From an optimization exercise on the open Yosys and OpenROAD flow, aimed at small area and a short achievable clock period; shortcuts taken in it are not production practice. Function was checked by simulation only, so behaviour that the tests miss may differ from the original.

==> flow/design.v <==
`default_nettype none
package fft_types_pkg;
	localparam int SAMPLE_W = 16;
	typedef logic signed [SAMPLE_W-1:0] sample_t;
	localparam int ACC_W = 32;
	typedef logic signed [ACC_W-1:0] acc_t;
	localparam int MAX_LOG2_POINTS = 4;
	localparam int MIN_LOG2_POINTS = 2;
	localparam logic CAP_IDLE = 1'b0;
	localparam logic CAP_COLLECT = 1'b1;
endpackage
`default_nettype wire
`default_nettype none
package fft_twiddle_pkg;
	localparam int FRAC_BITS = 13;
	localparam int TWIDDLE_COUNT = 8;
	localparam logic [16*TWIDDLE_COUNT-1:0] TWIDDLE_RE = {
		16'hE270,
		16'hE95F,
		16'hF3C1,
		16'h0000,
		16'h0C3F,
		16'h16A1,
		16'h1D90,
		16'h2000
	};
	localparam logic [16*TWIDDLE_COUNT-1:0] TWIDDLE_IM = {
		16'hF3C1,
		16'hE95F,
		16'hE270,
		16'hE000,
		16'hE270,
		16'hE95F,
		16'hF3C1,
		16'h0000
	};
endpackage
`default_nettype wire
`default_nettype none
module fft_top (
	input wire clk,
	input wire rst_n,
	input wire stb,
	input wire sop_in,
	input wire [15:0] x_re,
	input wire [15:0] x_im,
	output wire valid_out,
	output wire sop_out,
	output wire [15:0] y_re,
	output wire [15:0] y_im
);
	reg coll;
	reg [2:0] m;
	reg xv;
	reg [2:0] xm;
	reg [12:1] ph;
	reg vo, so;
	wire [2:0] idx = coll ? m : 3'd0;
	wire acc = stb & (coll | sop_in);
	always @(posedge clk or negedge rst_n) begin
		if (!rst_n) begin
			coll <= 1'b0;
			m <= 3'd0;
			xv <= 1'b0;
			xm <= 3'd0;
			ph <= 12'd0;
			vo <= 1'b0;
			so <= 1'b0;
		end else begin
			xv <= acc;
			xm <= idx;
			if (acc) begin
				coll <= (idx != 3'd7);
				m <= idx + 3'd1;
			end
			ph <= {ph[11:1], xv & (xm == 3'd7)};
			vo <= |ph[12:5];
			so <= ph[5];
		end
	end
	assign valid_out = vo;
	assign sop_out = so;
	reg [15:0] xr, xi;
	always @(posedge clk) begin
		xr <= x_re;
		xi <= x_im;
	end
	reg [63:0] lo_r, lo_i, hi_r, hi_i;
	wire p3 = ph[3];
	wire p4 = ph[4];
	wire ps = ph[1] | ph[2];
	wire w2 = p3 | p4;
	wire [15:0] p1r = p3 ? hi_r[32 +: 16] : p4 ? hi_r[48 +: 16] : lo_r[48 +: 16];
	wire [15:0] p1i = p3 ? hi_i[32 +: 16] : p4 ? hi_i[48 +: 16] : lo_i[48 +: 16];
	wire [15:0] f1r = ps ? lo_r[16 +: 16] : p3 ? hi_i[0 +: 16] : p4 ? hi_i[16 +: 16] : xr;
	wire [15:0] f1i = ps ? lo_i[16 +: 16] : p3 ? hi_r[0 +: 16] : p4 ? hi_r[16 +: 16] : xi;
	wire [16:0] sr = {p1r[15], p1r} + {f1r[15], f1r};
	wire [16:0] dr = {p1r[15], p1r} - {f1r[15], f1r};
	wire [16:0] si = {p1i[15], p1i} + {f1i[15], f1i};
	wire [16:0] di = {p1i[15], p1i} - {f1i[15], f1i};
	wire [15:0] a1r = {sr[16], sr[14:0]};
	wire [15:0] b1r = {dr[16], dr[14:0]};
	wire [15:0] a1i = w2 ? {di[16], di[14:0]} : {si[16], si[14:0]};
	wire [15:0] b1i = w2 ? {si[16], si[14:0]} : {di[16], di[14:0]};
	always @(posedge clk) begin
		if (xv | ph[1]) begin
			lo_r <= {lo_r[47:0], xm[2] ? a1r : xr};
			lo_i <= {lo_i[47:0], xm[2] ? a1i : xi};
		end
	end
	always @(posedge clk) begin
		if (xv & xm[2]) begin
			hi_r <= {hi_r[47:0], b1r};
			hi_i <= {hi_i[47:0], b1i};
		end
	end
	reg [63:0] al_r, al_i;
	reg [95:0] bl_r, bl_i;
	always @(posedge clk) begin
		al_r <= {al_r[47:0], a1r};
		al_i <= {al_i[47:0], a1i};
		bl_r <= {bl_r[79:0], b1r};
		bl_i <= {bl_i[79:0], b1i};
	end
	wire [15:0] tqr = p4 ? al_r[0 +: 16] : bl_r[32 +: 16];
	wire [15:0] tqi = p4 ? al_i[0 +: 16] : bl_i[32 +: 16];
	wire [16:0] tu = {tqr[15], tqr} + {tqi[15], tqi};
	wire [16:0] tv = {tqi[15], tqi} - {tqr[15], tqr};
	reg [16:0] ux, uy;
	always @(posedge clk) begin
		ux <= p4 ? tu : tv;
		uy <= p4 ? tv : tu;
	end
	function automatic [29:0] mulc(input [16:0] v);
		reg [29:0] e;
		begin
			e = {{13{v[16]}}, v};
			mulc = (e << 12) + (e << 10) + (e << 9) + (e << 7) + (e << 5) + e;
		end
	endfunction
	wire [29:0] px = mulc(ux);
	wire [29:0] py = mulc(uy);
	reg [16:0] fx, fy;
	reg nx, ny;
	always @(posedge clk) begin
		fx <= px[29:13];
		fy <= py[29:13];
		nx <= |ux[12:0];
		ny <= |uy[12:0];
	end
	wire c5 = ph[5];
	wire c6 = ph[6];
	wire c7 = ph[7];
	wire c8 = ph[8];
	wire cw = c6 | c8;
	wire [15:0] p2r = c5 ? al_r[48 +: 16] : c6 ? al_r[16 +: 16] : c7 ? bl_r[80 +: 16] : bl_r[48 +: 16];
	wire [15:0] p2i = c5 ? al_i[48 +: 16] : c6 ? al_i[16 +: 16] : c7 ? bl_i[80 +: 16] : bl_i[48 +: 16];
	wire [16:0] f2r = c5 ? {al_r[47], al_r[32 +: 16]} : c7 ? {bl_i[79], bl_i[64 +: 16]} : fx;
	wire [16:0] f2i = c5 ? {al_i[47], al_i[32 +: 16]} : c7 ? {bl_r[79], bl_r[64 +: 16]} : fy;
	wire n2r = cw & nx;
	wire n2i = cw & ny;
	wire flip = c7 | c8;
	wire [17:0] e2r = {{2{p2r[15]}}, p2r};
	wire [17:0] e2i = {{2{p2i[15]}}, p2i};
	wire [17:0] g2r = {f2r[16], f2r};
	wire [17:0] g2i = flip ? ~{f2i[16], f2i} : {f2i[16], f2i};
	wire [17:0] ar = e2r + g2r;
	wire [17:0] br = e2r + ~g2r + {17'd0, ~n2r};
	wire [17:0] ai = e2i + g2i + {17'd0, flip & ~n2i};
	wire [17:0] bi = e2i + ~g2i + {17'd0, ~flip & ~n2i};
	reg [63:0] xl_r, xl_i;
	reg [15:0] yr, yi;
	wire cc = c5 | c6 | c7 | c8;
	always @(posedge clk) begin
		xl_r <= {xl_r[47:0], br[17], br[14:0]};
		xl_i <= {xl_i[47:0], bi[17], bi[14:0]};
		yr <= cc ? {ar[17], ar[14:0]} : xl_r[48 +: 16];
		yi <= cc ? {ai[17], ai[14:0]} : xl_i[48 +: 16];
	end
	assign y_re = yr;
	assign y_im = yi;
endmodule
`default_nettype wire
==> flow/config.mk <==
export PLATFORM = sky130hd
export DESIGN_NAME = fft_top
export DESIGN_NICKNAME = fft_top
export VERILOG_FILES = /design/flow/design.v
export SDC_FILE = /design/flow/constraint.sdc
export NUM_CORES = 4
export LEC_CHECK = 0
export CAP_MARGIN = 20
export CORE_MARGIN = 2
export CORE_UTILIZATION = 65
export SETUP_SLACK_MARGIN = 5
export SLEW_MARGIN = 20
==> flow/constraint.sdc <==
create_clock -name core_clock -period 8.0 [get_ports {clk}]
set_input_delay 1.6000 -clock core_clock [delete_from_list [all_inputs] [get_ports {clk}]]
set_output_delay 1.6000 -clock core_clock [all_outputs]
set_load 0.01 [all_outputs]
run.sh (not shown) runs the stock make flow with config.mk's settings and CLKGATE_MAP_FILE= SYNTH_SCRIPT=/design/flow/synth_recipe.tcl, a recipe that flattens the netlist after the stock synthesis.
The starting point passed the timing, design-rule and antenna checks.
==> next run, changes <==
Settings changed: CORE_UTILIZATION 65 to 40.
Result: Non-clock buffer count went down by 33; via count went down by 11%; register-to-register slack improved by 0.06 ns.
==> next run, changes <==
Settings changed: SETUP_SLACK_MARGIN 5 to unset.
=>
- worst setup slack loses 0.93 ns
- cell count came out lower by a few percent
- clock skew went up by 0.011 ns
- die area is unchanged

-- port drivers added, routing unchanged --
Ports are ideal in the flow. The routed layouts listed here were re-timed in OpenROAD.
Step 1: set_driving_cell puts a clkbuf_16 on clk and a buf_2 on each other input, an assumption about the parent block.
Step 2 times the ports against the registers' clock, not the clock port: input delays grow and output delays shrink by t, the midpoint of the rising clock arrivals with the driver on.
Three values: ideal ports, drivers, drivers and shift; two values: the first two.
run | t (ns) | setup WS [ns] | worst setup path after step 2 | worst register clock-pin slew, ns | cell pins on the clock port's net
the first run | 0.698 | 3.812 / 3.812 / 3.812 | register to register | 0.07 / 0.07 | 1
the second run | 0.720 | 3.869 / 3.869 / 3.869 | register to register | 0.07 / 0.07 | 1
the third run | 0.720 | 2.941 / 2.941 / 2.941 | register to register | 0.07 / 0.07 | 1
After both steps setup and hold are still met in every run listed.
